Source: an optimization exercise on an open RTL-to-GDS flow (aim: small area, a short achievable clock period and few clock cycles per item). Production flows keep margins and buffers that such runs may drop.
The RTL was checked by simulation tests, not by an equivalence proof against the original design.
Power figures rest on the tool's default switching activity, not on a simulated workload.

==> flow/design.v <==
`timescale 1ns/1ps
package des_pkg;
  typedef enum logic [1:0] {IDLE, ROUND, DONE} ctrl_state_e;
  typedef enum logic {MODE_ENC, MODE_DEC} des_mode_e;
  typedef logic [1:64]  block_t;
  typedef logic [1:32]   half_t;
  typedef logic [1:48] subkey_t;
  typedef logic [5-1:0] round_t;
  localparam logic [511:0] IP_TAB_P = {
    256'h3a322a221a120a023c342c241c140c043e362e261e160e064038302820181008,
    256'h39312921191109013b332b231b130b033d352d251d150d053f372f271f170f07};
  function automatic int IP_AT(input int i);
    IP_AT = IP_TAB_P[(64 - i) * 8 +: 8];
  endfunction
  localparam logic [511:0] FP_TAB_P = {
    256'h280830103818402027072f0f37173f1f26062e0e36163e1e25052d0d35153d1d,
    256'h24042c0c34143c1c23032b0b33133b1b22022a0a32123a1a2101290931113919};
  function automatic int FP_AT(input int i);
    FP_AT = FP_TAB_P[(64 - i) * 8 +: 8];
  endfunction
  localparam logic [383:0] E_TAB_P = {
    256'h20010203040504050607080908090a0b0c0d0c0d0e0f10111011121314151415,
    128'h1617181918191a1b1c1d1c1d1e1f2001};
  function automatic int E_AT(input int i);
    E_AT = E_TAB_P[(48 - i) * 8 +: 8];
  endfunction
  localparam logic [255:0] P_TAB_P = {
    256'h100714151d0c1c11010f171a05121f0a0208180e201b0309130d1e06160b0419};
  function automatic int P_AT(input int i);
    P_AT = P_TAB_P[(32 - i) * 8 +: 8];
  endfunction
  localparam logic [447:0] PC1_TAB_P = {
    256'h39312921191109013a322a221a120a023b332b231b130b033c342c243f372f27,
    192'h1f170f073e362e261e160e063d352d251d150d051c140c04};
  function automatic int PC1_AT(input int i);
    PC1_AT = PC1_TAB_P[(56 - i) * 8 +: 8];
  endfunction
  localparam logic [383:0] PC2_TAB_P = {
    256'h0e110b180105031c0f06150a17130c041a0810071b140d0229341f252f371e28,
    128'h332d21302c31273822352e2a32241d20};
  function automatic int PC2_AT(input int i);
    PC2_AT = PC2_TAB_P[(48 - i) * 8 +: 8];
  endfunction
  localparam logic [2047:0] SBOX_TAB_P = {
    256'he4d12fb83a6c59070f74e2d1a6cb953841e8d62bfc973a50fc8249175b3ea06d,
    256'hf18e6b34972dc05a3d47f28ec01a69b50e7ba4d158c6932fd8a13f42b67c05e9,
    256'ha09e63f51dc7b428d709346a285ecbf1d6498f30b12c5ae71ad069874fe3b52c,
    256'h7de3069a1285bc4fd8b56f03472c1ae9a690cb7df13e52843f06a1d8945bc72e,
    256'h2c417ab6853fd0e9eb2c47d150fa3986421bad78f9c5630eb8c71e2d6f09a453,
    256'hc1af92680d34e75baf427c9561de0b389ef528c3704a1db6432c95fabe17608d,
    256'h4b2ef08d3c975a61d0b7491ae35c2f8614bdc37eaf6805926bd814a7950fe23c,
    256'hd2846fb1a93e50c71fd8a374c56b0e927b419ce206adf35821e74a8dfc90356b};
  function automatic logic [3:0] SBOX_AT(input int box, input logic [5:0] idx);
    SBOX_AT = SBOX_TAB_P[(511 - ((box - 1) * 64 + idx)) * 4 +: 4];
  endfunction
  localparam logic [31:0] SHIFT_TAB_P = 32'b01_01_10_10_10_10_10_10_01_10_10_10_10_10_10_01;
  function automatic logic [1:0] SHIFT_AT(input int i);
    SHIFT_AT = SHIFT_TAB_P[(16 - i) * 2 +: 2];
  endfunction
endpackage
`timescale 1ns/1ps
`timescale 1ns/1ps
`timescale 1ns/1ps
`timescale 1ns/1ps
`timescale 1ns/1ps
module des_core (
  input  logic            clk,
  input  logic            rst,
  input  logic            start,
  input  logic            decrypt,
  input  des_pkg::block_t block_in,
  input  des_pkg::block_t key_in,
  output logic            busy,
  output logic            done,
  output des_pkg::block_t block_out
);
  logic        busy_q;
  logic        done_q;
  logic [3:0]  cnt_q;
  logic        dec_q;
  logic [1:32] l_q, r_q;
  logic [1:28] c_q, d_q;
  always_ff @(posedge clk) begin
    if (rst) begin
      busy_q <= 1'b0;
      done_q <= 1'b0;
      cnt_q  <= 4'd0;
    end else begin
      done_q <= busy_q && (cnt_q == 4'd15);
      if (!busy_q) begin
        cnt_q <= 4'd0;
        if (start) busy_q <= 1'b1;
      end else begin
        cnt_q <= cnt_q + 4'd1;
        if (cnt_q == 4'd15) busy_q <= 1'b0;
      end
    end
  end
  always_ff @(posedge clk) begin
    if (!busy_q) dec_q <= decrypt;
  end
  assign busy = busy_q;
  assign done = done_q;
  logic [1:56] pc1_k;
  logic [1:28] c_src, d_src, c_nxt, d_nxt;
  logic        rot_left, rot_two;
  always_comb begin
    for (int i = 1; i <= 56; i++) pc1_k[i] = key_in[des_pkg::PC1_AT(i)];
  end
  assign c_src = busy_q ? c_q : {pc1_k[28], pc1_k[1:27]};
  assign d_src = busy_q ? d_q : {pc1_k[56], pc1_k[29:55]};
  assign rot_left = busy_q ? !dec_q : 1'b1;
  assign rot_two  = busy_q ? !(cnt_q == 4'd0 || cnt_q == 4'd7 || cnt_q == 4'd14) : !decrypt;
  always_comb begin
    if (rot_left) begin
      c_nxt = rot_two ? {c_src[3:28], c_src[1:2]} : {c_src[2:28], c_src[1]};
      d_nxt = rot_two ? {d_src[3:28], d_src[1:2]} : {d_src[2:28], d_src[1]};
    end else begin
      c_nxt = rot_two ? {c_src[27:28], c_src[1:26]} : {c_src[28], c_src[1:27]};
      d_nxt = rot_two ? {d_src[27:28], d_src[1:26]} : {d_src[28], d_src[1:27]};
    end
  end
  always_ff @(posedge clk) begin
    c_q <= c_nxt;
    d_q <= d_nxt;
  end
  logic [1:56] cd;
  logic [1:48] subkey, x_mix;
  logic [1:32] s_out, f_out;
  assign cd = {c_q, d_q};
  always_comb begin
    for (int i = 1; i <= 48; i++) begin
      subkey[i] = cd[des_pkg::PC2_AT(i)];
      x_mix[i]  = r_q[des_pkg::E_AT(i)] ^ subkey[i];
    end
  end
  always_comb begin : sbox_lookup
    logic [5:0] grp;
    for (int s = 0; s < 8; s++) begin
      grp = x_mix[6*s+1 +: 6];
      s_out[4*s+1 +: 4] = des_pkg::SBOX_AT(s+1, {grp[5], grp[0], grp[4:1]});
    end
  end
  always_comb begin
    for (int i = 1; i <= 32; i++) f_out[i] = s_out[des_pkg::P_AT(i)];
  end
  logic [1:64] ip_blk, pre_out;
  always_comb begin
    for (int i = 1; i <= 64; i++) ip_blk[i] = block_in[des_pkg::IP_AT(i)];
  end
  always_ff @(posedge clk) begin
    l_q <= busy_q ? r_q : ip_blk[1:32];
    r_q <= (busy_q ? l_q : ip_blk[33:64]) ^ (f_out & {32{busy_q}});
  end
  assign pre_out = {r_q, l_q};
  always_comb begin
    for (int i = 1; i <= 64; i++) block_out[i] = pre_out[des_pkg::FP_AT(i)];
  end
endmodule
Settings: LEC_CHECK=0, CAP_MARGIN=20, CORE_MARGIN=2, CORE_UTILIZATION=50, CTS_BUF_LIST=sky130_fd_sc_hd__clkbuf_4 sky130_fd_sc_hd__clkbuf_8, SETUP_SLACK_MARGIN=3.3, SLEW_MARGIN=20; clock period 5.5 ns.
standard.sh (not shown) runs the stock make flow with config.mk's settings and CLKGATE_MAP_FILE= SYNTH_SCRIPT=/design/flow/synth_recipe.tcl, a recipe that flattens the netlist after the stock synthesis.
==> flow/flow/run.sh <==
#!/bin/bash
# Own flow: the standard layout (standard.sh) with three changes.
#  - Synthesis: ABC maps for area (area.abc: strash; dch -f; map -a, twice) in place of
#    ORFS's speed script, which sizes every gate up for a 5.5 ps target (the
#    SDC period in ns read as ps). repair_timing sizes the real critical paths
#    after placement instead.
#  - Synthesis: Yosys's adder extraction is skipped, so the XORs stay with ABC.
#  - Placement: the port buffers are buf_1 instead of the resizer's own pick.
# Registers, their names and cells are those of the standard synthesis.
# Each tool's full output is in orfs/logs/; make's own output in flow_make.log.
set -euo pipefail
W=$(pwd)
F=$W/flow
cat > "$W/own_synth.tcl" <<EOT
proc abc {args} {
  set i [lsearch \$args -script]
  if {\$i >= 0} { lset args [expr {\$i + 1}] $F/area.abc }
  yosys abc {*}\$args
}
proc extract_fa {args} { puts "own flow: adder extraction skipped" }
source $W/synth_recipe.tcl
EOT
bash "$W/standard.sh" SYNTH_SCRIPT="$W/own_synth.tcl" \
  "BUFFER_PORTS_ARGS=-buffer_cell sky130_fd_sc_hd__buf_1" finish > "$W/flow_make.log" 2>&1
==> flow/flow/area.abc <==
strash
dch -f
map -a
strash
dch -f
map -a
The first run completed without violations.
Testbench counts at the start, summed over its fixed seeds: cycles 34,824, blocks 2,048.
Next try:
--- a/flow/flow/run.sh
+++ b/flow/flow/run.sh
@@ -1,5 +1,5 @@
 #!/bin/bash
 # Own flow: the standard layout (standard.sh) with three changes.
-#  - Synthesis: ABC maps for area (area.abc: strash; dch -f; map -a, twice) in place of
+#  - Synthesis: ABC maps for area (area.abc: strash; dch -f; map -a) in place of
 #    ORFS's speed script, which sizes every gate up for a 5.5 ps target (the
 #    SDC period in ns read as ps). repair_timing sizes the real critical paths
==> flow/flow/area.abc (replaced) <==
strash
dch -f
map -a
CORE_UTILIZATION = 62   (was 50)
Fmax drops by a few percent.
Global-route usage climbs by 9.2 points.
Die area drops by about a fifth.
Utilization climbs by 17 points.
Total power climbs by a few percent.
Next try:
CORE_UTILIZATION = 55   (was 62)
SETUP_SLACK_MARGIN = 3.4   (was 3.3)
Worst hold slack is worse by 0.025 ns.
Clock skew hardly moves.
Critical path depth went down by 2.
Total power rises by a few percent.
Routed wire length falls by a few percent.
Count of clock-buffer cells in the layout stays the same.
Non-clock buffer count climbs by 20.
Combinational power rises by a little under a tenth.
Next try:
--- a/flow/flow/run.sh
+++ b/flow/flow/run.sh
@@ -1,5 +1,5 @@
 #!/bin/bash
 # Own flow: the standard layout (standard.sh) with three changes.
-#  - Synthesis: ABC maps for area (area.abc: strash; dch -f; map -a) in place of
+#  - Synthesis: ABC maps for area (area.abc: strash; dch -f; map -a, twice) in place of
 #    ORFS's speed script, which sizes every gate up for a 5.5 ps target (the
 #    SDC period in ns read as ps). repair_timing sizes the real critical paths
==> flow/flow/area.abc (replaced) <==
strash
dch -f
map -a
strash
dch -f
map -a
SETUP_SLACK_MARGIN = 3.3   (was 3.4)
The changed run completed with no timing, DRC or antenna violations.
Final cell count is lower by a few percent.
Clock skew stays flat.
Power is lower by roughly a tenth.
Worst setup slack gets worse by 0.071 ns.
Combinational power is lower by about a fifth.
Maximum frequency is lower by a few percent.
Via count is lower by a few percent.
Final area is lower by a little under a tenth.
Global-route usage is lower by 0.68 points.
Hold slack gets better by 0.053 ns.
Sequential cell count does not change.
Next try:
SETUP_SLACK_MARGIN = 3.25   (was 3.3)
=> Hold slack loses 0.0053 ns; count of clock-buffer cells in the layout stays the same; routed wire length goes down by 0.66%; synthesized cell count does not change; global-route usage climbs by 0.25 points; final cell count came out lower by 0.32%.
Next try:
--- a/flow/flow/run.sh
+++ b/flow/flow/run.sh
@@ -1,5 +1,5 @@
 #!/bin/bash
 # Own flow: the standard layout (standard.sh) with three changes.
-#  - Synthesis: ABC maps for area (area.abc: strash; dch -f; map -a, twice) in place of
+#  - Synthesis: ABC maps for area (area.abc: strash; dch -f; map -a) in place of
 #    ORFS's speed script, which sizes every gate up for a 5.5 ps target (the
 #    SDC period in ns read as ps). repair_timing sizes the real critical paths
==> flow/flow/area.abc (replaced) <==
strash
dch -f
map -a
SETUP_SLACK_MARGIN = 3.3   (was 3.25)
The changed run ran to the end with no violations.
Sequential power increases by a few percent.
Core utilization increases by 2.5 points.
Design area increases by a few percent.
Synthesized area increases slightly.
Total power increases by a little under a tenth.

-- separate check: timing with driven ports --
In the flow no input, the clock included, has a driving cell. The finished layouts below were timed again as built, in two steps.
Step 1 (the two cells are an assumption about what drives the block):
set clk [get_ports {clk}]
set_driving_cell -lib_cell sky130_fd_sc_hd__clkbuf_16 $clk
set_driving_cell -lib_cell sky130_fd_sc_hd__buf_2 [delete_from_list [all_inputs] $clk]
Step 2 times the ports against the registers' clock, not the clock port: input delays grow and output delays shrink by t, the midpoint of the rising clock arrivals with the driver on.
a / b / c = ideal ports / drivers / drivers and shift; a / b = the first two.
| run | t (ns) | slack for setup (ns) | latest minus earliest clock arrival (ns) | slew at the worst register clock pin (ns) | worst slew at a driven data input, ns |
|---|---|---|---|---|---|
| the first run | 0.496 | 3.314 / 3.270 / 2.981 | 0.019 / 0.018 | 0.09 / 0.09 | 0.05 |
| the second run | 0.522 | 3.262 / 3.244 / 3.102 | 0.015 / 0.014 | 0.09 / 0.09 | 0.05 |
| the third run | 0.502 | 3.370 / 3.348 / 3.129 | 0.016 / 0.015 | 0.09 / 0.09 | 0.06 |
| the fourth run | 0.492 | 3.299 / 3.258 / 2.928 | 0.014 / 0.015 | 0.08 / 0.08 | 0.05 |
| the fifth run | 0.495 | 3.250 / 3.250 / 2.911 | 0.015 / 0.015 | 0.08 / 0.08 | 0.05 |
| the sixth run | 0.485 | 3.317 / 3.278 / 3.076 | 0.012 / 0.013 | 0.08 / 0.08 | 0.05 |
After both steps setup and hold are still met in every run listed. For the fourth run, which loses most, drivers alone change the setup slack by -0.041 ns; drivers and shift together by -0.371 ns.
